From an optimization exercise on the open Yosys and OpenROAD flow, aimed at small area and a short achievable clock period; shortcuts taken in it are not production practice. No functional check of the RTL was part of any run shown here. Power is estimated from default activity; no workload was simulated.

==> flow/design.v <==
package mjdc_pkg;
    localparam bit CUT0 = 1'b0;
    localparam bit CUT1 = 1'b1;
    localparam bit CUT2 = 1'b1;
    localparam bit CUT3 = 1'b0;
    localparam int unsigned DATE_LAT = int'(CUT0) + int'(CUT1) + int'(CUT2) + int'(CUT3);
    localparam bit BCD_LATE = 1'b0;
    localparam logic [15:0] MJD_FIRST   = 16'd15079;    
    localparam logic [15:0] MJD_DEFAULT = 16'd53371;    
endpackage
import mjdc_pkg::*;
module mjdc_date (
    input  logic        i_clk,
    input  logic        i_rst_n,
    input  logic        i_valid,
    input  logic [15:0] i_mjd,
    output logic        o_valid,
    output logic [10:0] o_year,
    output logic [3:0]  o_month,
    output logic [4:0]  o_day,
    output logic [2:0]  o_weekday
);
    logic [15:0] a_mjd;
    logic [8:0]  ybase;    
    logic [10:0] rh;       
    logic [11:0] a_r1;     
    logic [5:0]  ws;
    logic [3:0]  wt;
    logic [2:0]  a_wd;
    always_comb begin
        a_mjd = (i_mjd < MJD_FIRST) ? MJD_DEFAULT : i_mjd;
        case (a_mjd[15:11])
            5'd0: begin ybase = 9'd0; rh = 11'd0; end
            5'd1: begin ybase = 9'd0; rh = 11'd0; end
            5'd2: begin ybase = 9'd0; rh = 11'd0; end
            5'd3: begin ybase = 9'd0; rh = 11'd0; end
            5'd4: begin ybase = 9'd0; rh = 11'd0; end
            5'd5: begin ybase = 9'd0; rh = 11'd0; end
            5'd6: begin ybase = 9'd0; rh = 11'd0; end
            5'd7: begin ybase = 9'd474; rh = 11'd718; end
            5'd8: begin ybase = 9'd475; rh = 11'd1305; end
            5'd9: begin ybase = 9'd477; rh = 11'd431; end
            5'd10: begin ybase = 9'd478; rh = 11'd1018; end
            5'd11: begin ybase = 9'd480; rh = 11'd144; end
            5'd12: begin ybase = 9'd481; rh = 11'd731; end
            5'd13: begin ybase = 9'd482; rh = 11'd1318; end
            5'd14: begin ybase = 9'd484; rh = 11'd444; end
            5'd15: begin ybase = 9'd485; rh = 11'd1031; end
            5'd16: begin ybase = 9'd487; rh = 11'd157; end
            5'd17: begin ybase = 9'd488; rh = 11'd744; end
            5'd18: begin ybase = 9'd489; rh = 11'd1331; end
            5'd19: begin ybase = 9'd491; rh = 11'd457; end
            5'd20: begin ybase = 9'd492; rh = 11'd1044; end
            5'd21: begin ybase = 9'd494; rh = 11'd170; end
            5'd22: begin ybase = 9'd495; rh = 11'd757; end
            5'd23: begin ybase = 9'd496; rh = 11'd1344; end
            5'd24: begin ybase = 9'd498; rh = 11'd470; end
            5'd25: begin ybase = 9'd499; rh = 11'd1057; end
            5'd26: begin ybase = 9'd501; rh = 11'd183; end
            5'd27: begin ybase = 9'd502; rh = 11'd770; end
            5'd28: begin ybase = 9'd503; rh = 11'd1357; end
            5'd29: begin ybase = 9'd505; rh = 11'd483; end
            5'd30: begin ybase = 9'd506; rh = 11'd1070; end
            5'd31: begin ybase = 9'd508; rh = 11'd196; end
            default: begin ybase = 9'd0; rh = 11'd0; end
        endcase
        a_r1 = {1'b0, rh} + {1'b0, a_mjd[10:0]};
        ws   = {3'b0, a_mjd[2:0]} + {3'b0, a_mjd[5:3]} + {3'b0, a_mjd[8:6]} + {3'b0, a_mjd[11:9]}
             + {3'b0, a_mjd[14:12]} + {5'b0, a_mjd[15]} + 6'd2;
        wt   = {1'b0, ws[2:0]} + {1'b0, ws[5:3]};
        a_wd = ((wt >= 4'd7) ? 3'(wt - 4'd7) : wt[2:0]) + 3'd1;
    end
    logic        b_valid;
    logic [11:0] b_r1;
    logic [8:0]  b_ybase;
    logic [2:0]  b_wd;
    generate if (CUT1) begin : g_cut1
        always_ff @(posedge i_clk) begin
            if (!i_rst_n) b_valid <= 1'b0;
            else          b_valid <= i_valid;
            b_r1    <= a_r1;
            b_ybase <= ybase;
            b_wd    <= a_wd;
        end
    end else begin : g_nocut1
        assign b_valid = i_valid;
        assign b_r1    = a_r1;
        assign b_ybase = ybase;
        assign b_wd    = a_wd;
    end endgenerate
    logic [3:0]  yc;       
    logic [11:0] ystart;   
    logic [8:0]  b_doy;    
    always_comb begin
        if      (b_r1 >= 12'd3287) begin yc = 4'd9; ystart = 12'd3287; end
        else if (b_r1 >= 12'd2922) begin yc = 4'd8; ystart = 12'd2922; end
        else if (b_r1 >= 12'd2556) begin yc = 4'd7; ystart = 12'd2556; end
        else if (b_r1 >= 12'd2191) begin yc = 4'd6; ystart = 12'd2191; end
        else if (b_r1 >= 12'd1826) begin yc = 4'd5; ystart = 12'd1826; end
        else if (b_r1 >= 12'd1461) begin yc = 4'd4; ystart = 12'd1461; end
        else if (b_r1 >= 12'd1095) begin yc = 4'd3; ystart = 12'd1095; end
        else if (b_r1 >= 12'd730)  begin yc = 4'd2; ystart = 12'd730;  end
        else if (b_r1 >= 12'd365)  begin yc = 4'd1; ystart = 12'd365;  end
        else                       begin yc = 4'd0; ystart = 12'd0;    end
        b_doy = 9'(b_r1 - ystart);
    end
    logic        c_valid;
    logic [8:0]  c_doy;
    logic [10:0] c_y0;
    logic [2:0]  c_wd;
    generate if (CUT2) begin : g_cut2
        always_ff @(posedge i_clk) begin
            if (!i_rst_n) c_valid <= 1'b0;
            else          c_valid <= b_valid;
            c_doy <= b_doy;
            c_y0  <= {b_ybase, 2'b00} + {7'b0, yc};
            c_wd  <= b_wd;
        end
    end else begin : g_nocut2
        assign c_valid = b_valid;
        assign c_doy   = b_doy;
        assign c_y0    = {b_ybase, 2'b00} + {7'b0, yc};
        assign c_wd    = b_wd;
    end endgenerate
    logic [3:0]  month;
    logic [8:0]  moff;
    logic        k;
    logic [10:0] c_year;
    logic [4:0]  c_day;
    always_comb begin
        if      (c_doy >= 9'd337) begin month = 4'd2;  moff = 9'd337; end
        else if (c_doy >= 9'd306) begin month = 4'd1;  moff = 9'd306; end
        else if (c_doy >= 9'd275) begin month = 4'd12; moff = 9'd275; end
        else if (c_doy >= 9'd245) begin month = 4'd11; moff = 9'd245; end
        else if (c_doy >= 9'd214) begin month = 4'd10; moff = 9'd214; end
        else if (c_doy >= 9'd184) begin month = 4'd9;  moff = 9'd184; end
        else if (c_doy >= 9'd153) begin month = 4'd8;  moff = 9'd153; end
        else if (c_doy >= 9'd122) begin month = 4'd7;  moff = 9'd122; end
        else if (c_doy >= 9'd92)  begin month = 4'd6;  moff = 9'd92;  end
        else if (c_doy >= 9'd61)  begin month = 4'd5;  moff = 9'd61;  end
        else if (c_doy >= 9'd31)  begin month = 4'd4;  moff = 9'd31;  end
        else                      begin month = 4'd3;  moff = 9'd0;   end
        k      = c_doy >= 9'd306;
        c_year = c_y0 + {10'b0, k};
        c_day  = 5'(c_doy - moff) + 5'd1;
    end
    generate if (CUT3) begin : g_cut3
        always_ff @(posedge i_clk) begin
            if (!i_rst_n) o_valid <= 1'b0;
            else          o_valid <= c_valid;
            o_year    <= c_year;
            o_month   <= month;
            o_day     <= c_day;
            o_weekday <= c_wd;
        end
    end else begin : g_nocut3
        assign o_valid   = c_valid;
        assign o_year    = c_year;
        assign o_month   = month;
        assign o_day     = c_day;
        assign o_weekday = c_wd;
    end endgenerate
endmodule
import mjdc_pkg::*;
module mjd_bcd_to_calendar_time (
    input  logic        i_clk,
    input  logic        i_rst_n,
    input  logic        start,
    output logic        busy,
    input  logic [15:0] i_mjd,
    input  logic [7:0]  i_hour_bcd,
    input  logic [7:0]  i_minute_bcd,
    input  logic [7:0]  i_second_bcd,
    output logic        o_valid,
    output logic [10:0] o_year,
    output logic [3:0]  o_month_num,
    output logic [4:0]  o_day_of_month,
    output logic [2:0]  o_weekday,
    output logic [7:0]  o_hour_bin,
    output logic [7:0]  o_minute_bin,
    output logic [7:0]  o_second_bin
);
    function automatic logic [7:0] bcd_to_bin(input logic [7:0] b);
        bcd_to_bin = {1'b0, b[7:4], 3'b0} + {3'b0, b[7:4], 1'b0} + {4'b0, b[3:0]};
    endfunction
    assign busy = !i_rst_n;
    logic        s_valid;
    logic [15:0] s_mjd;
    logic [23:0] s_hms;
    generate if (CUT0) begin : g_cut0
        always_ff @(posedge i_clk) begin
            if (!i_rst_n) s_valid <= 1'b0;
            else          s_valid <= start;
            s_mjd <= i_mjd;
            s_hms <= {i_hour_bcd, i_minute_bcd, i_second_bcd};
        end
    end else begin : g_nocut0
        assign s_valid = start;
        assign s_mjd   = i_mjd;
        assign s_hms   = {i_hour_bcd, i_minute_bcd, i_second_bcd};
    end endgenerate
    mjdc_date u_date (
        .i_clk     (i_clk),
        .i_rst_n   (i_rst_n),
        .i_valid   (s_valid),
        .i_mjd     (s_mjd),
        .o_valid   (o_valid),
        .o_year    (o_year),
        .o_month   (o_month_num),
        .o_day     (o_day_of_month),
        .o_weekday (o_weekday)
    );
    localparam int unsigned HMS_LAT = DATE_LAT - int'(CUT0);
    logic [23:0] n_hms, q_hms;
    assign n_hms = BCD_LATE ? s_hms
                            : {bcd_to_bin(s_hms[23:16]), bcd_to_bin(s_hms[15:8]), bcd_to_bin(s_hms[7:0])};
    generate if (HMS_LAT == 0) begin : g_hms0
        assign q_hms = n_hms;
    end else begin : g_hms
        logic [24*HMS_LAT-1:0] r_hms_pipe;
        if (HMS_LAT == 1) begin : g_one
            always_ff @(posedge i_clk) r_hms_pipe <= n_hms;
        end else begin : g_many
            always_ff @(posedge i_clk) r_hms_pipe <= {r_hms_pipe[24*(HMS_LAT-1)-1:0], n_hms};
        end
        assign q_hms = r_hms_pipe[24*HMS_LAT-1 -: 24];
    end endgenerate
    assign o_hour_bin   = BCD_LATE ? bcd_to_bin(q_hms[23:16]) : q_hms[23:16];
    assign o_minute_bin = BCD_LATE ? bcd_to_bin(q_hms[15:8])  : q_hms[15:8];
    assign o_second_bin = BCD_LATE ? bcd_to_bin(q_hms[7:0])   : q_hms[7:0];
endmodule
==> flow/run.sh <==
#!/bin/bash
# synth_recipe.tcl (not shown) runs the flow's synth.tcl, then flattens the netlist and writes it again
# the make line also repeats each setting of config.mk as NAME=value (left out here)
make -C /OpenROAD-flow-scripts/flow DESIGN_CONFIG=/design/flow/config.mk WORK_HOME=/design/flow/orfs CLKGATE_MAP_FILE= SYNTH_SCRIPT=/design/flow/synth_recipe.tcl finish
==> flow/config.mk <==
export PLATFORM = sky130hd
export DESIGN_NAME = mjd_bcd_to_calendar_time
export DESIGN_NICKNAME = mjd_bcd_to_calendar_time
export VERILOG_FILES = /design/flow/design.v
export SDC_FILE = /design/flow/constraint.sdc
export NUM_CORES = 4
export LEC_CHECK = 0
export CAP_MARGIN = 20
export CORE_MARGIN = 2
export CORE_UTILIZATION = 40
export SLEW_MARGIN = 20
==> flow/constraint.sdc <==
create_clock -name core_clock -period 7.5 [get_ports {i_clk}]
set_input_delay 1.5000 -clock core_clock [delete_from_list [all_inputs] [get_ports {i_clk}]]
set_output_delay 1.5000 -clock core_clock [all_outputs]
set_load 0.01 [all_outputs]
==> results of run 1 <==
## Yosys cell counts (all sizes together) (5+ instances only)
cell type  number
dfxtp          95
ha             70
a21oi          52
inv            43
o21ai          42
nor2           39
buf            33
nand2          33
xnor2          33
clkbuf         22
nand3          21
a21o           19
fa             19
xor2           19
nand2b         16
nor2b          15
and3            9
a211oi          8
and2            8
nor3            8
o211ai          8
o21a            8
a21boi          5
nand4           5
## path summary, 6_finish.rpt
kind	startpoint	to	slack, ps	cells past startpoint
setup reg to reg	u_date.b_r1[1]	u_date.c_doy[8]	4230	12
setup / recovery	i_mjd[9]	u_date.b_wd[2]	560	22
hold reg to reg	g_hms.r_hms_pipe[5]	g_hms.r_hms_pipe[29]	320	0
hold / removal	g_hms.r_hms_pipe[5]	g_hms.r_hms_pipe[29]	320	0
## metrics by stage
stage               cells  setup WS, ps
finish                941           557
floorplan             692           717
detailed placement    925           158
CTS                   941           534
global route          941           155
global placement      925           373
## layer usage
metal / up-vias / wire length, um / global-route usage [%]
li1: 2530 / - / -
met1: 2339 / 6110 / 22.0
met2: 156 / 6290 / 27.0
met3: 15 / 700 / 3.16
met4: 0 / 235 / 6.07
met5: - / 0 / 0
## sequential cells by signal, indices dropped and copies added, names as in the netlist
| register | count |
|---|---|
| u_date.c_doy | 9 |
| u_date.c_valid | 1 |
| u_date.c_wd | 3 |
| u_date.b_valid | 1 |
| u_date.b_wd | 3 |
| g_hms.r_hms_pipe | 48 |
| u_date.c_y0 | 11 |
| u_date.b_ybase | 7 |
| u_date.b_r1 | 12 |
## power by group through the flow
stage	sequential [mW]	clock [mW]	combinational, mW
after global routing	0.859	0.471	2.13
after CTS	0.833	0.450	1.91
after detailed placement	0.844	0	1.90
final	0.837	0.432	1.88
after global placement	0.836	0	1.84
after floorplan	0.741	0	1.42
## final cells by class
cell class	instances	area (um^2)
inverters	44	165
fillers	1447	7790
repair buffers	100	978
clock inverters	7	67.6
clock buffers	9	225
flip-flops and latches	95	1900
multi-input cells	498	3840
well taps	188	235
## kinds of logic after synthesis
family,after synthesis,synth area share [%]
adders and majority gates,89,20.2
and+or+nand+nor,163,13.0
AOI/OAI and AO/OA,190,20.5
xor gates and xnor gates,52,7.32
buffers and inverters,99,7.72
muxes,4,0.663
DFF,95,30.6
==> impl_metrics.toml, run 1 <==
[run_status]
status = "timing/DRC/antenna clean"

[flow_run]
drv_cap = 0

[cts]
ctsResizeCount = 0
hold_buffers = 0
htreeDepth = 3
clockBufferDepth = 2
clkSlewWorstSetupHoldPaths_ps = 70
cts_setup_buffers = 0
clock_sinks = 95
tritoncts = "done"
insertion_delay_ps = 340
cts_root_buf = "clkbuf_16"
cts-buffers-inserted = 9

[sta]
final-hold-violation-count = 0
fin_setup_tns_ps = 0
tightest_slew_ps = 797
min_period_ps = 6940
slew_violations = 0
finalSetupViolations = 0
rsz0062_at_grt = "no"
skew_ps = 5.88
fmax_mhz = 144
hold_slack_ps = 322
period_share_pct = 92.6
maxSlewHeadroom_pct = 45.5

[detailed_routing]
ant_nets = 0
vias = 5040
drc = 0
first_pass_iters = 5
avgRoutedWirePerCell_um = 14.2
drt_iter0_drc = 313
drt-total-wl_mm = 13.3
vias_per_cell = 5.36

[power]
p_leak_nw = 3.21
p_sw_share_pct = 40.3
switchingPower_mw = 1.27
ir_drop_mv = 0.405
power_density_nw_per_um2 = 425
pwr-share-comb_pct = 59.7
p_clk_share_pct = 13.7
power_frac_seq_pct = 26.6
internal_power_mw = 1.88
power_mw = 3.15

[grt]
track_usage_pct = 16.6
grt_pass1_wl_mm = 22.4
antenna_found_initial = 0
overflow = 0
grt_pass1_vias = 4743
grt_max_degree = 47

[yosys]
yosys_register_bits = 95
synthTopCellsByArea = "dfxtp_1 31%, ha_1 14%, fa_1 6.1%"
synth_ff_type = "dfxtp_1"
netlist_area_um2 = 6220
synthArstFlopShare_pct = 0
syn_inst = 692
synth_edf_count = 0
ys_seq_area_share_pct = 30.6
yosysTopAreaCellShare_pct = 30.6
yosysWarnings = 2
synth_cell_types = 62
synthesis.nets = 824
yosys.area.top_type = "dfxtp_1"
syn_avg_cell_area_um2 = 8.99

[worst_setup_path]
crit_path_end_kind = "flip-flop"
worst_setup_path_start_kind = "primary input"
critical_path_class = "in2reg"
cp_common_cell = "fa_1"
crit_family = "adder cells"
required_ps = 7730
critPathArrivalTime_ps = 7170
path_cells = "clkdlybuf4s50_1, nand4_1, o21ai_0, nand2b_1, nand2_1, nand2b_1, ha_1, fa_1, inv_1, fa_1, fa_1, fa_1, inv_1, a21o_1, a21oi_1, xnor2_1, fa_1, ha_1, a21oi_1, mux2_2, ha_1, xor2_1"
critPathMaxFanout = 9
crit_slowest_cell = "clkdlybuf4s50_1"
cp_num_buf_inv = 3
slowest_delay_ps = 510

[final_layout]
area_growth_pct = 19.1
drive_gt1_share_pct = 5.05
antenna_cells = 0
finish.utilization_pct = 48.8
fin_nets = 880
layout_commonest_cell = "dfxtp_1"
final_cell_mix = "95 x dfxtp_1, 91 x clkdlybuf4s50_1, 70 x ha_1"
stdcell_area_um2 = 7410

[place]
hpwl_mm = 10.6
port_buffers = 91
gp_congestion = 0.905
placed_area_um2 = 7120

[floorplan]
die_h_um = 129
num_io_pins = 92
die_area_um2 = 16600
floorplan.die.width_um = 129
initial_core_util_pct = 40.9
coreArea_um2 = 15200
rows = 45

[worst_hold_path]
hp-class = "reg2reg"
==> run 2: changes to the inputs <==
--- a/flow/config.mk
+++ b/flow/config.mk
@@ -5,6 +5,7 @@
 export SDC_FILE = /design/flow/constraint.sdc
 export NUM_CORES = 4
 export LEC_CHECK = 0
+export ABC_AREA = 1
 export CAP_MARGIN = 20
 export CORE_MARGIN = 2
 export CORE_UTILIZATION = 40
==> run 2 against run 1 <==
Worst hold slack improved by 1.4 ps. Routed wire length decreased by 8.1%. Clock power increased by 7.6%.
==> impl_metrics.toml, run 2 <==
[sta]
rsz0062_at_grt = "no"
setup_slack_ps = 524
skew_ps = 8.79
tightest_slew_ps = 465
final-hold-violation-count = 0
min_period_ps = 6980
fin_setup_tns_ps = 0
period_share_pct = 93.0
slew_violations = 0
maxSlewHeadroom_pct = 68.6
finalSetupViolations = 0
fmax_mhz = 143

[worst_setup_path]
regToRegStartpoint = "u_date.b_r1[1]"
required_ps = 7730
critPathMaxFanout = 4
cp_num_buf_inv = 5
critPathArrivalTime_ps = 7210
crit_family = "adder cells"
cp_common_cell = "ha_1"
slowest_delay_ps = 510
critical_path_class = "in2reg"
crit_start = "i_mjd[11]"
worst_setup_path_start_kind = "primary input"
crit_path_end_kind = "flip-flop"
crit_slowest_cell = "fa_1"

[detailed_routing]
avgRoutedWirePerCell_um = 11.1
vias_per_cell = 4.72
vias = 5209
drt-total-wl_mm = 12.3
drt_iter0_drc = 290
ant_nets = 0
first_pass_iters = 6
drc = 0

[final_layout]
stdcell_area_um2 = 7580
largest_reg_flops = 48
final_cell_mix = "179 x nand2_1, 110 x inv_1, 95 x dfxtp_1"
finish.utilization_pct = 49.5
regMostFlops = "g_hms.r_hms_pipe"
reg.largest.list = "g_hms.r_hms_pipe (48), u_date.b_r1 (12), u_date.c_y0 (11)"
seq_area_um2 = 1900
multiInputGateArea_um2 = 3720
layout_commonest_cell = "nand2_1"
area_growth_pct = 20.0
antenna_cells = 0
drive_gt1_share_pct = 4.59
nFillCells = 1540
fin_nets = 1020

[floorplan]
rows = 45
floorplan.die.width_um = 130
num_io_pins = 92
initial_core_util_pct = 41.3
coreArea_um2 = 15300
die_h_um = 130
die_area_um2 = 16800

[grt]
antenna_found_initial = 0
grt_pass1_vias = 4735
overflow = 0
grt_max_degree = 24
grt_pass1_wl_mm = 21.1
track_usage_pct = 15.3

[cts]
htreeDepth = 3
tritoncts = "done"
hold_buffers = 0
cts-buffers-inserted = 9
cts_setup_buffers = 0
clkSlewWorstSetupHoldPaths_ps = 70
cts_root_buf = "clkbuf_16"
clock_sinks = 95
clockBufferDepth = 2
ctsResizeCount = 0
insertion_delay_ps = 340

[yosys]
synthesis.nets = 945
synthTopCellsByArea = "dfxtp_1 30%, ha_1 14%, nand2_1 11%"
yosysWarnings = 2
yosys.area.top_type = "dfxtp_1"
syn_inst = 813
synth_ff_type = "dfxtp_1"
yosysTopAreaCellShare_pct = 30.1
synthArstFlopShare_pct = 0
synth_edf_count = 0
synth_cell_types = 43
yosys_register_bits = 95
ys_seq_area_share_pct = 30.1
netlist_area_um2 = 6320
post-synth-top-count-cell = "nand2_1"
synth_common_cells = "179 x nand2_1, 110 x inv_1, 95 x dfxtp_1"
syn_avg_cell_area_um2 = 7.77

[run_status]
status = "timing/DRC/antenna clean"

[place]
port_buffers = 91
gp_congestion = 0.893
hpwl_mm = 10.2
placed_area_um2 = 7270
pre_cts_ws_ps = 125

[power]
power_mw = 3.18
p_leak_nw = 3.77
ir_drop_mv = 0.305
power_density_nw_per_um2 = 420

[flow_run]
drv_cap = 0

[worst_hold_path]
min_from = "g_hms.r_hms_pipe[23]"
hp-class = "reg2reg"
-- run 2: cell types whose count changed after synthesis, moves of 17 or more --
cell	before	now
inv_1	43	110
o21ai_0	40	23
nand2_1	33	179
nand3_1	21	61
clkbuf_1	22	0
-- run 2: final timing paths --
kind | to | slack (ps) | depth (start not counted)
max | u_date.b_wd[2] | 520 | 26
min | g_hms.r_hms_pipe[47] | 320 | 0
max reg2reg | u_date.c_doy[8] | 4620 | 17
min reg2reg | g_hms.r_hms_pipe[47] | 320 | 0
-- run 2: worst register-to-register path, delay by kind of cell (launching register included) --
| kind | cells | cell delay (ps) |
|---|---|---|
| simple gates | 9 | 920 |
| fa+ha+maj | 2 | 520 |
| compound gates | 3 | 510 |
| flops | 1 | 470 |
| xor+xnor | 2 | 290 |
| buf+inv | 1 | 60 |
-- run 2: logic make-up (layout without fill, tap and decap cells) --
logic type                 Yosys count  in the layout  synth area share (%)
adders and majority gates           89             89                  19.9
and+or+nand+nor                    334            334                  23.0
buffers and inverters              146            226                  11.0
xor gates and xnor gates            49             49                  6.79
muxes                                1              1                 0.178
DFF                                 95             95                  30.1
AOI/OAI and AO/OA                   99             99                  9.11
-- run 2: per-layer routing --
layer	GRT usage [%]	part of all wire [%]	vias up	routed length [um]
met5	0	0	-	0
met4	4.68	1.5	0	181
met3	3.06	5.1	14	627
met2	24.7	46	153	5580
met1	20.7	48	2283	5860
li1	-	-	2759	-
-- run 2: where the power goes --
group | leakage, nW | total, mW | internal [mW] | switching, mW
combinational | 2.82 | 1.94 | 0.926 | 1.01
sequential | 0.799 | 0.777 | 0.670 | 0.107
clock | 0.152 | 0.465 | 0.266 | 0.198
-- run 2: area by class of cell --
type / instances / share of cell area [%]
clock buffer: 9 / 2.97
clock inverter: 7 / 1.17
inverter: 114 / 5.69
multi-input combinational: 572 / 49.1
sequential: 95 / 25.1
tap: 211 / 3.48
timing repair buffer: 96 / 12.5
-- run 2: metrics by stage --
stage / hold WS, ps / instances
after CTS: 324 / 1104
after floorplan: 310 / 813
final: 324 / 1104
after global placement: 310 / 1088
after detailed placement: 312 / 1088
after global routing: 329 / 1104
==> run 3: changes to the inputs <==
--- a/flow/design.v
+++ b/flow/design.v
@@ -20,72 +20,78 @@
     output logic [4:0]  o_day,
     output logic [2:0]  o_weekday
 );
-    logic [15:0] a_mjd;
-    logic [8:0]  ybase;    
+    logic        early;
+    logic [5:0]  qp;       
     logic [10:0] rh;       
-    logic [11:0] a_r1;     
+    logic [11:0] r1;
     logic [5:0]  ws;
     logic [3:0]  wt;
+    logic [2:0]  wd;
+    logic [11:0] a_r1;     
+    logic [5:0]  a_qp;
     logic [2:0]  a_wd;
     always_comb begin
-        a_mjd = (i_mjd < MJD_FIRST) ? MJD_DEFAULT : i_mjd;
-        case (a_mjd[15:11])
-            5'd0: begin ybase = 9'd0; rh = 11'd0; end
-            5'd1: begin ybase = 9'd0; rh = 11'd0; end
-            5'd2: begin ybase = 9'd0; rh = 11'd0; end
-            5'd3: begin ybase = 9'd0; rh = 11'd0; end
-            5'd4: begin ybase = 9'd0; rh = 11'd0; end
-            5'd5: begin ybase = 9'd0; rh = 11'd0; end
-            5'd6: begin ybase = 9'd0; rh = 11'd0; end
-            5'd7: begin ybase = 9'd474; rh = 11'd718; end
-            5'd8: begin ybase = 9'd475; rh = 11'd1305; end
-            5'd9: begin ybase = 9'd477; rh = 11'd431; end
-            5'd10: begin ybase = 9'd478; rh = 11'd1018; end
-            5'd11: begin ybase = 9'd480; rh = 11'd144; end
-            5'd12: begin ybase = 9'd481; rh = 11'd731; end
-            5'd13: begin ybase = 9'd482; rh = 11'd1318; end
-            5'd14: begin ybase = 9'd484; rh = 11'd444; end
-            5'd15: begin ybase = 9'd485; rh = 11'd1031; end
-            5'd16: begin ybase = 9'd487; rh = 11'd157; end
-            5'd17: begin ybase = 9'd488; rh = 11'd744; end
-            5'd18: begin ybase = 9'd489; rh = 11'd1331; end
-            5'd19: begin ybase = 9'd491; rh = 11'd457; end
-            5'd20: begin ybase = 9'd492; rh = 11'd1044; end
-            5'd21: begin ybase = 9'd494; rh = 11'd170; end
-            5'd22: begin ybase = 9'd495; rh = 11'd757; end
-            5'd23: begin ybase = 9'd496; rh = 11'd1344; end
-            5'd24: begin ybase = 9'd498; rh = 11'd470; end
-            5'd25: begin ybase = 9'd499; rh = 11'd1057; end
-            5'd26: begin ybase = 9'd501; rh = 11'd183; end
-            5'd27: begin ybase = 9'd502; rh = 11'd770; end
-            5'd28: begin ybase = 9'd503; rh = 11'd1357; end
-            5'd29: begin ybase = 9'd505; rh = 11'd483; end
-            5'd30: begin ybase = 9'd506; rh = 11'd1070; end
-            5'd31: begin ybase = 9'd508; rh = 11'd196; end
-            default: begin ybase = 9'd0; rh = 11'd0; end
+        early = i_mjd < MJD_FIRST;
+        case (i_mjd[15:11])
+            5'd0: begin qp = 6'd0; rh = 11'd0; end
+            5'd1: begin qp = 6'd0; rh = 11'd0; end
+            5'd2: begin qp = 6'd0; rh = 11'd0; end
+            5'd3: begin qp = 6'd0; rh = 11'd0; end
+            5'd4: begin qp = 6'd0; rh = 11'd0; end
+            5'd5: begin qp = 6'd0; rh = 11'd0; end
+            5'd6: begin qp = 6'd0; rh = 11'd0; end
+            5'd7: begin qp = 6'd0; rh = 11'd718; end
+            5'd8: begin qp = 6'd1; rh = 11'd1305; end
+            5'd9: begin qp = 6'd3; rh = 11'd431; end
+            5'd10: begin qp = 6'd4; rh = 11'd1018; end
+            5'd11: begin qp = 6'd6; rh = 11'd144; end
+            5'd12: begin qp = 6'd7; rh = 11'd731; end
+            5'd13: begin qp = 6'd8; rh = 11'd1318; end
+            5'd14: begin qp = 6'd10; rh = 11'd444; end
+            5'd15: begin qp = 6'd11; rh = 11'd1031; end
+            5'd16: begin qp = 6'd13; rh = 11'd157; end
+            5'd17: begin qp = 6'd14; rh = 11'd744; end
+            5'd18: begin qp = 6'd15; rh = 11'd1331; end
+            5'd19: begin qp = 6'd17; rh = 11'd457; end
+            5'd20: begin qp = 6'd18; rh = 11'd1044; end
+            5'd21: begin qp = 6'd20; rh = 11'd170; end
+            5'd22: begin qp = 6'd21; rh = 11'd757; end
+            5'd23: begin qp = 6'd22; rh = 11'd1344; end
+            5'd24: begin qp = 6'd24; rh = 11'd470; end
+            5'd25: begin qp = 6'd25; rh = 11'd1057; end
+            5'd26: begin qp = 6'd27; rh = 11'd183; end
+            5'd27: begin qp = 6'd28; rh = 11'd770; end
+            5'd28: begin qp = 6'd29; rh = 11'd1357; end
+            5'd29: begin qp = 6'd31; rh = 11'd483; end
+            5'd30: begin qp = 6'd32; rh = 11'd1070; end
+            5'd31: begin qp = 6'd34; rh = 11'd196; end
+            default: begin qp = 6'd0; rh = 11'd0; end
         endcase
-        a_r1 = {1'b0, rh} + {1'b0, a_mjd[10:0]};
-        ws   = {3'b0, a_mjd[2:0]} + {3'b0, a_mjd[5:3]} + {3'b0, a_mjd[8:6]} + {3'b0, a_mjd[11:9]}
-             + {3'b0, a_mjd[14:12]} + {5'b0, a_mjd[15]} + 6'd2;
-        wt   = {1'b0, ws[2:0]} + {1'b0, ws[5:3]};
-        a_wd = ((wt >= 4'd7) ? 3'(wt - 4'd7) : wt[2:0]) + 3'd1;
+        r1 = {1'b0, rh} + {1'b0, i_mjd[10:0]};
+        ws = {3'b0, i_mjd[2:0]} + {3'b0, i_mjd[5:3]} + {3'b0, i_mjd[8:6]} + {3'b0, i_mjd[11:9]}
+           + {3'b0, i_mjd[14:12]} + {5'b0, i_mjd[15]} + 6'd2;
+        wt = {1'b0, ws[2:0]} + {1'b0, ws[5:3]};
+        wd = ((wt >= 4'd7) ? 3'(wt - 4'd7) : wt[2:0]) + 3'd1;
+        a_r1 = early ? 12'd306 : r1;
+        a_qp = early ? 6'd27   : qp;
+        a_wd = early ? 3'd6    : wd;
     end
     logic        b_valid;
     logic [11:0] b_r1;
-    logic [8:0]  b_ybase;
+    logic [5:0]  b_qp;
     logic [2:0]  b_wd;
     generate if (CUT1) begin : g_cut1
         always_ff @(posedge i_clk) begin
             if (!i_rst_n) b_valid <= 1'b0;
             else          b_valid <= i_valid;
             b_r1    <= a_r1;
-            b_ybase <= ybase;
+            b_qp    <= a_qp;
             b_wd    <= a_wd;
         end
     end else begin : g_nocut1
         assign b_valid = i_valid;
         assign b_r1    = a_r1;
-        assign b_ybase = ybase;
+        assign b_qp    = a_qp;
         assign b_wd    = a_wd;
     end endgenerate
     logic [3:0]  yc;       
@@ -106,20 +112,20 @@
     end
     logic        c_valid;
     logic [8:0]  c_doy;
-    logic [10:0] c_y0;
+    logic [7:0]  c_y0;     
     logic [2:0]  c_wd;
     generate if (CUT2) begin : g_cut2
         always_ff @(posedge i_clk) begin
             if (!i_rst_n) c_valid <= 1'b0;
             else          c_valid <= b_valid;
             c_doy <= b_doy;
-            c_y0  <= {b_ybase, 2'b00} + {7'b0, yc};
+            c_y0  <= {b_qp, 2'b00} + {4'b0, yc};
             c_wd  <= b_wd;
         end
     end else begin : g_nocut2
         assign c_valid = b_valid;
         assign c_doy   = b_doy;
-        assign c_y0    = {b_ybase, 2'b00} + {7'b0, yc};
+        assign c_y0    = {b_qp, 2'b00} + {4'b0, yc};
         assign c_wd    = b_wd;
     end endgenerate
     logic [3:0]  month;
@@ -141,7 +147,7 @@
         else if (c_doy >= 9'd31)  begin month = 4'd4;  moff = 9'd31;  end
         else                      begin month = 4'd3;  moff = 9'd0;   end
         k      = c_doy >= 9'd306;
-        c_year = c_y0 + {10'b0, k};
+        c_year = 11'd1896 + {3'b0, c_y0} + {10'b0, k};
         c_day  = 5'(c_doy - moff) + 5'd1;
     end
     generate if (CUT3) begin : g_cut3
--- a/flow/config.mk
+++ b/flow/config.mk
@@ -5,8 +5,9 @@
 export SDC_FILE = /design/flow/constraint.sdc
 export NUM_CORES = 4
 export LEC_CHECK = 0
-export ABC_AREA = 1
+export ABC_CLOCK_PERIOD_IN_PS = 4500
 export CAP_MARGIN = 20
 export CORE_MARGIN = 2
 export CORE_UTILIZATION = 40
+export SETUP_SLACK_MARGIN = 3.0
 export SLEW_MARGIN = 20
==> run 3 against run 2 <==
Critical path depth fell by 4. Maximum frequency rose by 26%. Largest power group unchanged. Critical endpoint is now u_date.b_wd[2]. Combinational power rose by 19%. Sequential share of layout area fell by 1.8 points. Utilization rose by 3.1 points. Power rose by 11%. Non-clock buffer count rose by 30.
==> impl_metrics.toml, run 3 <==
[run_status]
status = "timing/DRC/antenna clean"

[detailed_routing]
drc = 0
vias = 5108
avgRoutedWirePerCell_um = 15.0
drt-total-wl_mm = 14.4
vias_per_cell = 5.30
drt_iter0_drc = 310
ant_nets = 0
first_pass_iters = 5

[final_layout]
layout_commonest_cell = "dfxtp_1"
area_growth_pct = 29.8
drive_gt1_share_pct = 18.3
fin_nets = 904
nFillCells = 1381
seq_area_um2 = 1850
multiInputGateArea_um2 = 4170
final_cell_mix = "83 x dfxtp_1, 73 x clkdlybuf4s50_1, 58 x ha_1"
stdcell_area_um2 = 7940
largest_reg_flops = 48
reg.largest.list = "g_hms.r_hms_pipe (48), u_date.b_r1 (12), u_date.c_doy (9)"
regMostFlops = "g_hms.r_hms_pipe"
antenna_cells = 0

[sta]
slew_violations = 0
final-hold-violation-count = 0
min_period_ps = 5530
maxSlewHeadroom_pct = 42.0
rsz0062_at_grt = "yes"
period_share_pct = 73.8
fin_setup_tns_ps = 0
fmax_mhz = 181
skew_ps = 4.11
tightest_slew_ps = 863
finalSetupViolations = 0

[cts]
insertion_delay_ps = 340
htreeDepth = 3
cts_root_buf = "clkbuf_16"
tritoncts = "done"
clkSlewWorstSetupHoldPaths_ps = 70
cts-buffers-inserted = 9
clock_sinks = 91
clockBufferDepth = 2

[floorplan]
die_h_um = 128
rows = 45
die_area_um2 = 16300
floorplan.die.width_um = 128
initial_core_util_pct = 40.5
coreArea_um2 = 15100
num_io_pins = 92

[worst_setup_path]
critPathMaxFanout = 2
r2r-end = "u_date.c_doy[8]"
critPathArrivalTime_ps = 5750
critical_path_class = "in2reg"
regToRegStartpoint = "u_date.b_r1[8]"
reg2reg_depth = 13
slowest_delay_ps = 580
worst_setup_path_start_kind = "primary input"
crit_slowest_cell = "fa_2"
cp_num_buf_inv = 5
required_ps = 7710
cp_common_cell = "ha_4"
crit_family = "adder cells"
crit_start = "i_mjd[0]"
path_cells = "buf_8, ha_4, fa_2, inv_2, ha_4, fa_1, inv_1, ha_1, nor2b_4, o21ai_2, nand2b_1, xor2_2, ha_2, fa_2, ha_4, a21oi_4, buf_6, buf_6, xnor2_4, ha_4, xnor2_1, nand2_1"
cp.depth = 22
endpoint = "u_date.b_wd[2]"
crit_path_end_kind = "flip-flop"
ff2ff_setup_slack_ps = 4190

[yosys]
synthesis.nets = 817
syn_avg_cell_area_um2 = 8.94
synthArstFlopShare_pct = 0
yosysTopAreaCellShare_pct = 29.8
synth_ff_type = "dfxtp_1"
synth_cell_types = 65
yosysWarnings = 2
ys_seq_area_share_pct = 29.8
yosys.area.top_type = "dfxtp_1"
synth_common_cells = "91 x dfxtp_1, 71 x ha_1, 51 x nor2_1"
synthTopCellsByArea = "dfxtp_1 30%, ha_1 15%, fa_1 6.2%"
yosys_register_bits = 91
post-synth-top-count-cell = "dfxtp_1"
synth_edf_count = 0
syn_inst = 684
netlist_area_um2 = 6120

[place]
gp_congestion = 0.843
port_buffers = 91
hpwl_mm = 10.6
placed_area_um2 = 7020

[power]
switchingPower_mw = 1.39
p_sw_share_pct = 39.1
p_clk_share_pct = 13.1
ir_drop_mv = 0.502
power_frac_seq_pct = 21.9
pwr-share-comb_pct = 64.9
internal_power_mw = 2.15
p_leak_nw = 3.41
power_density_nw_per_um2 = 446

[flow_run]
drv_cap = 0

[grt]
track_usage_pct = 17.5
grt_pass1_vias = 5032
grt_max_degree = 36
antenna_found_initial = 0
overflow = 0
grt_pass1_wl_mm = 23.5

[worst_hold_path]
hp-class = "reg2reg"
-- run 3: cell families (layout without fill, tap and decap cells) --
group | count (synthesis) | after routing | synth area share (%)
compound gates | 195 | 195 | 21.6
simple gates | 165 | 165 | 12.7
flops | 91 | 91 | 29.8
buf+inv | 91 | 183 | 7.69
fa+ha+maj | 90 | 90 | 20.7
xor+xnor | 48 | 48 | 6.87
mux | 4 | 4 | 0.716
-- run 3: metal layers --
metal | share of wire (%) | GRT usage [%]
met2 | 50 | 30.7
met3 | 4.2 | 2.59
met4 | 2.0 | 6.72
met5 | 0 | 0
met1 | 44 | 21.7
-- run 3: per-stage QoR --
step	setup slack, ps	power [mW]	hold slack, ps	std cells	util, %
2_1_floorplan	1900	2.00	310	684	-
3_3_place_gp	1210	2.50	311	916	46.5
3_5_place_dp	1060	2.56	312	916	46.5
4_1_cts	2040	3.31	328	950	51.0
5_1_grt	1870	3.81	335	964	52.6
6_report	1970	3.54	326	964	52.6
-- run 3: worst min-delay path by stage --
stage,slack [ps],endpoint,cells past startpoint,from
finish,330,g_hms.r_hms_pipe[41],0,g_hms.r_hms_pipe[17]
global route,330,g_hms.r_hms_pipe[27],0,g_hms.r_hms_pipe[3]
CTS,330,g_hms.r_hms_pipe[35],0,g_hms.r_hms_pipe[11]
floorplan,310,g_hms.r_hms_pipe[24],0,g_hms.r_hms_pipe[0]
global placement,310,g_hms.r_hms_pipe[24],0,g_hms.r_hms_pipe[0]
detailed placement,310,g_hms.r_hms_pipe[24],0,g_hms.r_hms_pipe[0]
-- run 3: what timing repair did --
item,in CTS,in global routing
pin swaps,24,18
hold buffers,0,0
setup buffers,18,13
resized for setup,96,45
setup endpoints to repair,18,15
-- run 3: power by group through the flow --
stage / registers [mW] / logic, mW / clock network [mW]
after floorplan: 0.691 / 1.31 / 0
after global placement: 0.765 / 1.73 / 0
after detailed placement: 0.769 / 1.79 / 0
after CTS: 0.775 / 2.05 / 0.482
after global routing: 0.795 / 2.52 / 0.499
final: 0.776 / 2.30 / 0.465
-- run 3: final cells by class --
| class | instances | share of cell area (%) |
|---|---|---|
| inverters | 41 | 2.10 |
| clock buffers | 9 | 2.84 |
| repair buffers | 126 | 15.2 |
| well taps | 188 | 2.96 |
| flip-flops and latches | 91 | 23.3 |
| multi-input cells | 502 | 52.6 |
| clock inverters | 7 | 1.13 |
-- run 3: worst register-to-register path: stages, from the launching register on --
cell       delay [ps]
dfxtp_1           460
or4_1             550
o32a_1            330
a21o_1            190
nand3_1           110
nand2_1            70
ha_1              210
fa_1              420
nor2b_1           180
o2111ai_1         160
nand4_1           110
o211ai_1          110
xor2_1            160
xnor2_1           140
==> run 4: changes to the inputs <==
--- a/flow/design.v
+++ b/flow/design.v
@@ -2,7 +2,7 @@
     localparam bit CUT0 = 1'b0;
     localparam bit CUT1 = 1'b1;
     localparam bit CUT2 = 1'b1;
-    localparam bit CUT3 = 1'b0;
+    localparam bit CUT3 = 1'b1;
     localparam int unsigned DATE_LAT = int'(CUT0) + int'(CUT1) + int'(CUT2) + int'(CUT3);
     localparam bit BCD_LATE = 1'b0;
     localparam logic [15:0] MJD_FIRST   = 16'd15079;    
--- a/flow/config.mk
+++ b/flow/config.mk
@@ -5,9 +5,9 @@
 export SDC_FILE = /design/flow/constraint.sdc
 export NUM_CORES = 4
 export LEC_CHECK = 0
-export ABC_CLOCK_PERIOD_IN_PS = 4500
+export ABC_CLOCK_PERIOD_IN_PS = 3500
 export CAP_MARGIN = 20
 export CORE_MARGIN = 2
 export CORE_UTILIZATION = 40
-export SETUP_SLACK_MARGIN = 3.0
+export SETUP_SLACK_MARGIN = 4.0
 export SLEW_MARGIN = 20
==> run 4 against run 3 <==
Register-to-register slack better by 210 ps. Clock power is 89% higher. Power is 7.9% higher. Critical path type unchanged. Largest cell class unchanged. Cell count is 12% higher. Via count is 6.5% higher. Combinational power is about 20% lower. Still clean on timing, DRC and antenna. Largest power group unchanged. Non-clock buffer count is 4 higher. Global-route usage is 0.60 points lower. Synthesized area is 16% higher.
==> impl_metrics.toml, run 4 <==
[sta]
period_share_pct = 71.3
slew_violations = 0
finalSetupViolations = 0
min_period_ps = 5350
setup_slack_ps = 2150
skew_ps = 6.03
fin_setup_tns_ps = 0
maxSlewHeadroom_pct = 33.1
tightest_slew_ps = 997
rsz0062_at_grt = "yes"
fmax_mhz = 187
final-hold-violation-count = 0

[worst_setup_path]
required_ps = 7760
critical_path_class = "in2reg"
crit_path_end_kind = "flip-flop"
critPathMaxFanout = 2
worst_setup_path_start_kind = "primary input"
critPathArrivalTime_ps = 5610
ff2ff_setup_slack_ps = 4400

[yosys]
synth_common_cells = "139 x dfxtp_1, 72 x ha_1, 53 x nand2_1"
yosysWarnings = 2
synth_ff_type = "dfxtp_1"
syn_avg_cell_area_um2 = 9.60
synth_edf_count = 0
ys_seq_area_share_pct = 39.2
synthesis.nets = 874
yosys_register_bits = 139
netlist_area_um2 = 7100
syn_inst = 740
yosys.area.top_type = "dfxtp_1"
synth_cell_types = 70
synthArstFlopShare_pct = 0
yosysTopAreaCellShare_pct = 39.2
post-synth-top-count-cell = "dfxtp_1"
synthTopCellsByArea = "dfxtp_1 39%, ha_1 13%, fa_1 5.4%"

[final_layout]
largest_reg_flops = 72
nFillCells = 1535
area_growth_pct = 32.0
regMostFlops = "g_hms.r_hms_pipe"
drive_gt1_share_pct = 18.4
antenna_cells = 0
fin_nets = 975
reg.largest.list = "g_hms.r_hms_pipe (72), u_date.b_r1 (12), u_date.o_year (11)"
final_cell_mix = "139 x dfxtp_1, 76 x clkdlybuf4s50_1, 60 x ha_1"
layout_commonest_cell = "dfxtp_1"

[grt]
overflow = 0
grt_max_degree = 17
grt_pass1_vias = 5483
track_usage_pct = 16.9
grt_pass1_wl_mm = 25.2
antenna_found_initial = 0

[cts]
clockBufferDepth = 2
insertion_delay_ps = 410
tritoncts = "done"
cts_root_buf = "clkbuf_16"
clkSlewWorstSetupHoldPaths_ps = 60
htreeDepth = 4
clock_sinks = 139
cts-buffers-inserted = 17

[floorplan]
die_area_um2 = 18800
num_io_pins = 92
die_h_um = 137
initial_core_util_pct = 40.9
rows = 48
coreArea_um2 = 17400
floorplan.die.width_um = 137

[power]
ir_drop_mv = 0.308
p_leak_nw = 4.10
power_mw = 3.82
power_density_nw_per_um2 = 407

[detailed_routing]
vias_per_cell = 5.04
vias = 5438
first_pass_iters = 5
drc = 0
drt_iter0_drc = 197
avgRoutedWirePerCell_um = 14.0
ant_nets = 0
drt-total-wl_mm = 15.1

[place]
gp_congestion = 0.908
port_buffers = 91
pre_cts_ws_ps = 1110
hpwl_mm = 10.7

[worst_hold_path]
hp-class = "reg2reg"

[run_status]
status = "timing/DRC/antenna clean"

[flow_run]
drv_cap = 0
## run 4: repair_timing
item | 4_1_cts | 5_1_grt
pin swaps | 35 | 30
setup buffers | 27 | 5
setup endpoints to repair | 16 | 10
hold buffers | 0 | 0
cloned | 3 | 0
resized for setup | 120 | 17
## run 4: cell families after synthesis
kind of cell / share of synthesized area, %
fa+ha+maj: 18.3
xor+xnor: 5.79
compound gates: 17.2
simple gates: 12.1
flops: 39.2
buf+inv: 6.80
mux: 0.599
## run 4: stage by stage
stage               hold slack (ps)  util [%]  cell area, um^2  std cells
floorplan                       310         -             7270        740
global placement                311      46.9             8150       1012
detailed placement              312      46.9             8150       1012
CTS                             319      53.6             9310       1074
global route                    326      54.0             9380       1079
finish                          321      54.0             9380       1079
## run 4: area by class of cell
type | count | area (um^2) | share of cell area, %
multi-input combinational | 505 | 4150 | 44.3
clock inverter | 15 | 200 | 2.13
clock buffer | 17 | 425 | 4.54
sequential | 139 | 2780 | 29.7
timing repair buffer | 130 | 1330 | 14.2
tap | 225 | 282 | 3.00
inverter | 48 | 201 | 2.15
## run 4: worst max-delay path: stages
cell	delay [ps]
buf_8	100
ha_4	150
fa_2	510
inv_1	40
ha_1	300
fa_1	460
buf_4	160
fa_2	410
inv_2	70
a21o_1	120
a21oi_2	60
xnor2_1	140
buf_4	140
fa_2	460
ha_4	190
a21oi_4	160
mux2_4	330
ha_4	160
xnor2_2	100
nand2_1	60
## run 4: worst paths after layout
kind	startpoint	end	cells past startpoint
worst max-delay path	i_mjd[3]	u_date.b_wd[2]	20
worst min-delay path	g_hms.r_hms_pipe[9]	g_hms.r_hms_pipe[33]	0
worst max register to register	u_date.b_r1[10]	u_date.c_doy[5]	12
worst min register to register	g_hms.r_hms_pipe[9]	g_hms.r_hms_pipe[33]	0
## run 4: where the power goes
part           internal [mW]  switching [mW]  total [mW]
logic                  0.985           0.847        1.83
clock network          0.538           0.339       0.877
registers              0.963           0.145        1.11
## run 4: per-layer routing
layer / GRT usage (%) / part of all wire [%] / vias up
met3: 4.38 / 4.3 / 27
met2: 28.7 / 50 / 161
met5: 0 / 0 / -
met1: 20.1 / 44 / 2499
met4: 7.45 / 2.5 / 0
li1: - / - / 2751
==> run 5: changes to the inputs <==
--- a/flow/design.v
+++ b/flow/design.v
@@ -24,12 +24,8 @@
     logic [5:0]  qp;       
     logic [10:0] rh;       
     logic [11:0] r1;
-    logic [5:0]  ws;
-    logic [3:0]  wt;
-    logic [2:0]  wd;
     logic [11:0] a_r1;     
     logic [5:0]  a_qp;
-    logic [2:0]  a_wd;
     always_comb begin
         early = i_mjd < MJD_FIRST;
         case (i_mjd[15:11])
@@ -68,35 +64,31 @@
             default: begin qp = 6'd0; rh = 11'd0; end
         endcase
         r1 = {1'b0, rh} + {1'b0, i_mjd[10:0]};
-        ws = {3'b0, i_mjd[2:0]} + {3'b0, i_mjd[5:3]} + {3'b0, i_mjd[8:6]} + {3'b0, i_mjd[11:9]}
-           + {3'b0, i_mjd[14:12]} + {5'b0, i_mjd[15]} + 6'd2;
-        wt = {1'b0, ws[2:0]} + {1'b0, ws[5:3]};
-        wd = ((wt >= 4'd7) ? 3'(wt - 4'd7) : wt[2:0]) + 3'd1;
         a_r1 = early ? 12'd306 : r1;
         a_qp = early ? 6'd27   : qp;
-        a_wd = early ? 3'd6    : wd;
     end
     logic        b_valid;
     logic [11:0] b_r1;
     logic [5:0]  b_qp;
-    logic [2:0]  b_wd;
     generate if (CUT1) begin : g_cut1
         always_ff @(posedge i_clk) begin
             if (!i_rst_n) b_valid <= 1'b0;
             else          b_valid <= i_valid;
             b_r1    <= a_r1;
             b_qp    <= a_qp;
-            b_wd    <= a_wd;
         end
     end else begin : g_nocut1
         assign b_valid = i_valid;
         assign b_r1    = a_r1;
         assign b_qp    = a_qp;
-        assign b_wd    = a_wd;
     end endgenerate
     logic [3:0]  yc;       
     logic [11:0] ystart;   
     logic [8:0]  b_doy;    
+    logic [5:0]  ws;
+    logic [3:0]  wt;
+    logic [2:0]  wu;
+    logic [2:0]  b_wd;
     always_comb begin
         if      (b_r1 >= 12'd3287) begin yc = 4'd9; ystart = 12'd3287; end
         else if (b_r1 >= 12'd2922) begin yc = 4'd8; ystart = 12'd2922; end
@@ -109,6 +101,11 @@
         else if (b_r1 >= 12'd365)  begin yc = 4'd1; ystart = 12'd365;  end
         else                       begin yc = 4'd0; ystart = 12'd0;    end
         b_doy = 9'(b_r1 - ystart);
+        ws = {3'b0, b_r1[2:0]} + {3'b0, b_r1[5:3]} + {3'b0, b_r1[8:6]} + {3'b0, b_r1[11:9]}
+           + {3'b0, ~{b_qp[1:0], b_qp[2]}} + {3'b0, ~{b_qp[4:3], b_qp[5]}} + 6'd5;
+        wt = {1'b0, ws[2:0]} + {1'b0, ws[5:3]};
+        wu = wt[2:0] + {2'b0, wt[3]};
+        b_wd = (wu == 3'd7) ? 3'd1 : wu + 3'd1;
     end
     logic        c_valid;
     logic [8:0]  c_doy;
==> run 5 against run 4 <==
Still clean on timing, DRC and antenna. Clock skew rose by 1.5 ps. Power increased by 31%. Flip-flop and latch count decreased by 3. Clock power decreased by 9.5%. Global-route usage about the same. Synthesized cell count decreased by 1.9%. First-iteration DRC count is 7.1% lower. Synthesized area is 0.28% higher. Via count grew 1.3%. Maximum frequency up 7.8%. Combinational power rose by 68%.
==> impl_metrics.toml, run 5 <==
[power]
ir_drop_mv = 0.837
p_leak_nw = 4.04
power_density_nw_per_um2 = 538

[sta]
fin_setup_tns_ps = 0
tightest_slew_ps = 836
finalSetupViolations = 0
final-hold-violation-count = 0
maxSlewHeadroom_pct = 43.8
setup_slack_ps = 2540
slew_violations = 0
rsz0062_at_grt = "yes"
period_share_pct = 66.1
fmax_mhz = 202
min_period_ps = 4960
skew_ps = 7.53

[floorplan]
die_h_um = 137
die_area_um2 = 18900
num_io_pins = 92
floorplan.die.width_um = 137
coreArea_um2 = 17400
rows = 48
initial_core_util_pct = 41.0

[yosys]
synthTopCellsByArea = "dfxtp_1 38%, ha_1 14%, fa_1 5.9%"
ys_seq_area_share_pct = 38.2
synthesis.nets = 867
yosys.area.top_type = "dfxtp_1"
yosysTopAreaCellShare_pct = 38.2
netlist_area_um2 = 7120
synth_cell_types = 68
syn_avg_cell_area_um2 = 9.81
yosys_register_bits = 136
synth_common_cells = "136 x dfxtp_1, 77 x ha_1, 50 x inv_1"
syn_inst = 726
synthArstFlopShare_pct = 0
yosysWarnings = 2
synth_edf_count = 0
post-synth-top-count-cell = "dfxtp_1"
synth_ff_type = "dfxtp_1"

[detailed_routing]
ant_nets = 0
drt-total-wl_mm = 15.3
drt_iter0_drc = 183
vias_per_cell = 5.19
drc = 0
vias = 5506
avgRoutedWirePerCell_um = 14.4
first_pass_iters = 5

[cts]
insertion_delay_ps = 420
hold_buffers = 0
clockBufferDepth = 2
htreeDepth = 4
clkSlewWorstSetupHoldPaths_ps = 60
cts-buffers-inserted = 17
cts_root_buf = "clkbuf_16"
clock_sinks = 136
tritoncts = "done"

[final_layout]
largest_reg_flops = 72
nFillCells = 1503
regMostFlops = "g_hms.r_hms_pipe"
area_growth_pct = 30.6
final_cell_mix = "131 x dfxtp_1, 84 x clkdlybuf4s50_1, 64 x ha_1"
reg.largest.list = "g_hms.r_hms_pipe (72), u_date.b_r1 (12), u_date.o_year (11)"
antenna_cells = 0
layout_commonest_cell = "dfxtp_1"
seq_area_um2 = 2740
fin_nets = 964
drive_gt1_share_pct = 17.9
multiInputGateArea_um2 = 4160

[worst_setup_path]
critPathMaxFanout = 2
cp_common_cell = "ha_4"
ff2ff_setup_slack_ps = 2540
r2r-end = "u_date.c_wd[2]"
slowest_delay_ps = 530
critPathArrivalTime_ps = 5270
endpoint = "u_date.c_wd[2]"
cp.depth = 21
regToRegStartpoint = "u_date.b_r1[3]"
crit_family = "adder cells"
cp_num_buf_inv = 4
path_cells = "ha_4, inv_2, fa_1, inv_1, fa_1, inv_1, fa_2, inv_2, fa_2, ha_4, fa_2, xor2_2, ha_1, a21o_1, a21o_1, ha_4, ha_4, xor2_2, xnor2_1, ha_2, nor2b_1"
crit_start = "u_date.b_r1[3]"
reg2reg_depth = 21
required_ps = 7810
worst_setup_path_start_kind = "flip-flop"
critical_path_class = "reg2reg"
crit_path_end_kind = "flip-flop"
crit_slowest_cell = "fa_2"

[grt]
grt_max_degree = 21
overflow = 0
track_usage_pct = 16.9
antenna_found_initial = 0
grt_pass1_vias = 5428
grt_pass1_wl_mm = 25.3

[worst_hold_path]
min_from = "g_hms.r_hms_pipe[23]"
hp-class = "reg2reg"
holdPathStages = 0

[place]
gp_congestion = 0.865
port_buffers = 91
hpwl_mm = 10.6
pre_cts_ws_ps = 2490

[run_status]
status = "timing/DRC/antenna clean"

[flow_run]
drv_cap = 0
[run 5: cell types whose count changed in the layout (fill, tap and decap cells not counted), sizes merged, moves of 6 or more]
cell	previous run	this run
clkdlybuf4s50	76	84
clkinv	1	7
o21ai	48	32
nand2	55	38
nor3	9	16
[run 5: report_power, final]
group	leakage, nW	internal [mW]	switching, mW
logic	2.61	1.66	1.42
registers	1.14	0.981	0.150
clock network	0.282	0.473	0.321
[run 5: worst min-delay path by stage]
stage                      endpoint  slack (ps)
6_report       g_hms.r_hms_pipe[47]         320
5_1_grt        g_hms.r_hms_pipe[70]         330
4_1_cts        g_hms.r_hms_pipe[70]         320
3_5_place_dp   g_hms.r_hms_pipe[28]         310
3_3_place_gp   g_hms.r_hms_pipe[65]         310
2_1_floorplan  g_hms.r_hms_pipe[24]         310
[run 5: cell type report]
type	instances	area share [%]
inverters	52	2.22
clock inverters	13	1.48
well taps	225	3.03
repair buffers	131	14.4
clock buffers	19	4.76
flip-flops and latches	136	29.4
multi-input cells	485	44.7
[run 5: logic make-up after synthesis]
kind of cell	after synthesis	synth area share, %
compound gates	170	16.6
simple gates	166	11.9
flops	136	38.2
buf+inv	105	7.27
fa+ha+maj	98	19.4
xor+xnor	46	5.66
mux	5	0.878
[run 5: worst register-to-register path, cell delays in order (launching register included)]
cell and delay (ps):
dfxtp_4 360, ha_4 130, inv_2 30, fa_1 470, inv_1 50, fa_1 480, inv_1 50, fa_2 530
inv_2 40, fa_2 350, ha_4 180, fa_2 350, xor2_2 190, ha_1 300, a21o_1 170, a21o_1 180
ha_4 170, ha_4 150, xor2_2 140, xnor2_1 150, ha_2 280, nor2b_1 120
[run 5: timing repair]
| action | in CTS | in global routing |
|---|---|---|
| setup endpoints to repair | 15 | 12 |
| pin swaps | 21 | 16 |
| resized for setup | 60 | 22 |
| gates cloned | 3 | 0 |
| setup buffers | 25 | 9 |
[run 5: per-layer routing]
metal	vias to the layer above	routed length [um]	global-route usage (%)	share of wire [%]
met3	49	885	4.23	5.8
met4	0	609	9.11	4.0
met5	-	0	0	0
met2	197	7460	28.1	49
li1	2699	-	-	-
met1	2561	6370	20.1	42
[run 5: metrics by stage]
step	power, mW	hold slack, ps	util, %	area [um^2]	std cells
floorplan	3.17	310	-	7250	726
global placement	3.69	310	46.9	8140	992
detailed placement	3.81	312	46.9	8140	992
CTS	4.72	322	52.8	9160	1052
global route	5.52	325	53.6	9300	1061
finish	5.01	321	53.6	9300	1061
==> run 6: changes to the inputs <==
--- a/flow/design.v
+++ b/flow/design.v
@@ -2,7 +2,7 @@
     localparam bit CUT0 = 1'b0;
     localparam bit CUT1 = 1'b1;
     localparam bit CUT2 = 1'b1;
-    localparam bit CUT3 = 1'b1;
+    localparam bit CUT3 = 1'b0;
     localparam int unsigned DATE_LAT = int'(CUT0) + int'(CUT1) + int'(CUT2) + int'(CUT3);
     localparam bit BCD_LATE = 1'b0;
     localparam logic [15:0] MJD_FIRST   = 16'd15079;    
--- a/flow/config.mk
+++ b/flow/config.mk
@@ -5,9 +5,9 @@
 export SDC_FILE = /design/flow/constraint.sdc
 export NUM_CORES = 4
 export LEC_CHECK = 0
-export ABC_CLOCK_PERIOD_IN_PS = 3500
+export ABC_CLOCK_PERIOD_IN_PS = 4500
 export CAP_MARGIN = 20
 export CORE_MARGIN = 2
 export CORE_UTILIZATION = 40
-export SETUP_SLACK_MARGIN = 4.0
+export SETUP_SLACK_MARGIN = 3.0
 export SLEW_MARGIN = 20
==> run 6 against run 5 <==
Worst hold slack worse by 4.0 ps. Synthesized area decreased by 14%. Register-to-register slack better by 140 ps. Setup slack improved by 140 ps. Combinational power rose by 4%. Largest power group unchanged. First-iteration DRC count down 6.6%. Clock power shrank 42%. Still clean. Sequential share of layout area fell by 5.8 points. Highest routed layer unchanged.
==> impl_metrics.toml, run 6 <==
[flow_run]
drv_cap = 0

[final_layout]
antenna_cells = 0
area_growth_pct = 23.5
regMostFlops = "g_hms.r_hms_pipe"
stdcell_count = 930
drive_gt1_share_pct = 13.2
stdcell_area_um2 = 7580
fin_nets = 877
final_cell_mix = "80 x clkdlybuf4s50_1, 75 x dfxtp_1, 68 x ha_1"
largest_reg_flops = 48
layout_commonest_cell = "clkdlybuf4s50_1"
reg.largest.list = "g_hms.r_hms_pipe (48), u_date.b_r1 (12), u_date.c_doy (9)"

[yosys]
synth_edf_count = 0
yosysTopAreaCellShare_pct = 28.7
yosys_register_bits = 88
synth_ff_type = "dfxtp_1"
post-synth-top-count-cell = "dfxtp_1"
synth_common_cells = "88 x dfxtp_1, 76 x ha_1, 45 x inv_1"
syn_avg_cell_area_um2 = 9.11
ys_seq_area_share_pct = 28.7
yosys.area.top_type = "dfxtp_1"
netlist_area_um2 = 6140
synthArstFlopShare_pct = 0
synthTopCellsByArea = "dfxtp_1 29%, ha_1 15%, fa_1 6.9%"
syn_inst = 674
synth_cell_types = 70
yosysWarnings = 2
synthesis.nets = 814

[detailed_routing]
drt_iter0_drc = 171
ant_nets = 0
drc = 0
avgRoutedWirePerCell_um = 15.0
drt-total-wl_mm = 13.9
vias = 5023
first_pass_iters = 5
vias_per_cell = 5.40

[cts]
insertion_delay_ps = 340
cts_root_buf = "clkbuf_16"
cts-buffers-inserted = 9
tritoncts = "done"
clkSlewWorstSetupHoldPaths_ps = 70
htreeDepth = 3
clockBufferDepth = 2
clock_sinks = 88

[grt]
grt_pass1_wl_mm = 23.2
antenna_found_initial = 0
grt_max_degree = 33
grt_pass1_vias = 4944
overflow = 0
track_usage_pct = 17.5

[worst_setup_path]
critPathArrivalTime_ps = 5060
path_cells = "ha_4, fa_2, fa_2, inv_2, fa_1, inv_2, fa_1, ha_4, inv_2, fa_2, xnor2_2, ha_1, a21o_1, a21o_1, ha_4, ha_4, xnor2_2, xnor2_1, ha_1, nor2b_1"
required_ps = 7740
cp_common_cell = "ha_4"
crit_slowest_cell = "fa_1"
crit_path_end_kind = "flip-flop"
slowest_delay_ps = 540
critPathMaxFanout = 2
worst_setup_path_start_kind = "flip-flop"
critical_path_class = "reg2reg"

[sta]
final-hold-violation-count = 0
slew_violations = 0
rsz0062_at_grt = "yes"
finalSetupViolations = 0
skew_ps = 7.87
period_share_pct = 64.3
setup_slack_ps = 2680
tightest_slew_ps = 721
fmax_mhz = 207
maxSlewHeadroom_pct = 51.9
fin_setup_tns_ps = 0
min_period_ps = 4820

[floorplan]
coreArea_um2 = 15100
floorplan.die.width_um = 128
rows = 45
die_area_um2 = 16300
die_h_um = 128
num_io_pins = 92
initial_core_util_pct = 40.7

[run_status]
status = "timing/DRC/antenna clean"

[power]
power_mw = 4.45
p_leak_nw = 3.34
power_density_nw_per_um2 = 587
ir_drop_mv = 0.529

[place]
hpwl_mm = 10.6
pre_cts_ws_ps = 2170
placed_area_um2 = 7050
port_buffers = 91
gp_congestion = 0.850
dp.cells = 900

[worst_hold_path]
hp-class = "reg2reg"
-- run 6: cell count changes after synthesis, sizes merged, moves of 5 or more --
| cell | before | now |
|---|---|---|
| dfxtp | 136 | 88 |
| a21oi | 43 | 36 |
| nand2b | 16 | 9 |
| clkbuf | 14 | 20 |
| inv | 52 | 46 |
| o311ai | 1 | 6 |
-- run 6: final timing paths --
check	cells after the start	from	slack (ps)	to
min reg2reg	0	g_hms.r_hms_pipe[20]	320	g_hms.r_hms_pipe[44]
max	20	u_date.b_r1[3]	2680	u_date.c_wd[2]
max reg2reg	20	u_date.b_r1[3]	2680	u_date.c_wd[2]
min	0	g_hms.r_hms_pipe[20]	320	g_hms.r_hms_pipe[44]
-- run 6: logic make-up after synthesis --
group | count (synthesis) | synth area share, %
AO/OA/AOI/OAI | 187 | 21.6
XOR/XNOR | 43 | 6.36
adder cells (fa/ha/maj) | 97 | 22.3
buffers and inverters | 103 | 8.20
flip-flops | 88 | 28.7
multiplexers | 4 | 0.714
AND/OR/NAND/NOR | 152 | 12.1
-- run 6: repair_timing --
action,4_1_cts,5_1_grt
hold buffers,0,0
pin swaps,7,8
setup endpoints to repair,18,15
buffers inserted,11,3
resized for setup,48,28
-- run 6: area by class of cell --
class                      count  area, um^2
sequential                    88        1800
inverter                      47         180
clock inverter                 6        76.3
clock buffer                  10         239
fill                        1397        7510
tap                          188         235
multi-input combinational    483        4020
timing repair buffer         108        1030
-- run 6: where the power goes --
part           total [mW]  switching (mW)  leakage [nW]  internal [mW]
logic                3.19            1.46          2.45           1.73
registers           0.793           0.147         0.742          0.645
clock network       0.462           0.190         0.155          0.272
-- run 6: worst max-delay path, delay by kind of cell, from the launching register on --
family                   cells  cell delay, ps
buffers and inverters        3             110
adder cells (fa/ha/maj)     11            3370
XOR/XNOR                     3             390
AND/OR/NAND/NOR              1             120
AO/OA/AOI/OAI                2             370
flip-flops                   1             360
-- run 6: stage by stage --
step           util (%)  hold WS [ps]
6_report           50.2           317
5_1_grt            50.2           326
4_1_cts            49.8           321
3_5_place_dp       46.7           312
3_3_place_gp       46.7           310
2_1_floorplan         -           310
-- run 6: per-layer routing --
layer  track usage, %  up-vias  share of wire [%]
met4             6.46        0                2.4
met2             30.4      149                 50
met3             3.67       18                4.8
met5                0        -                  0
met1             21.4     2351                 42
li1                 -     2505                  -

[afterwards: timing with drivers on the ports]
How much do the figures lean on ideal ports? The routed layouts below were timed once more, with nothing changed but the port constraints. Step 1: set_driving_cell puts a clkbuf_16 on i_clk and a buf_2 on each other input, an assumption about the parent block. Step 2 adds t to the input delays and takes it off the output delays; t is the mean of the earliest and latest rising clock arrival at the registers after step 1. Input paths then give back, and output paths get back, about the clock's delay inside the block. Slacks: ideal / step 1 / step 2; pairs: ideal / step 1.
run	t (ns)	setup WS [ns]	hold WS [ns]	worst slew at a driven data input, ns
run 1	0.379	0.557 / 0.576 / 0.197	0.322 / 0.322 / 0.322	0.04
run 2	0.375	0.524 / 0.539 / 0.164	0.324 / 0.324 / 0.324	0.04
run 3	0.381	1.965 / 1.968 / 1.588	0.326 / 0.326 / 0.326	0.05
run 4	0.448	2.153 / 2.153 / 1.706	0.321 / 0.321 / 0.321	0.06
run 5	0.450	2.540 / 2.540 / 2.540	0.321 / 0.321 / 0.321	0.06
run 6	0.382	2.681 / 2.681 / 2.681	0.317 / 0.317 / 0.317	0.04
After both steps setup and hold are still met in every run listed. For run 4, which loses most, drivers alone change the setup slack by 0.000 ns; drivers and shift together by -0.447 ns.
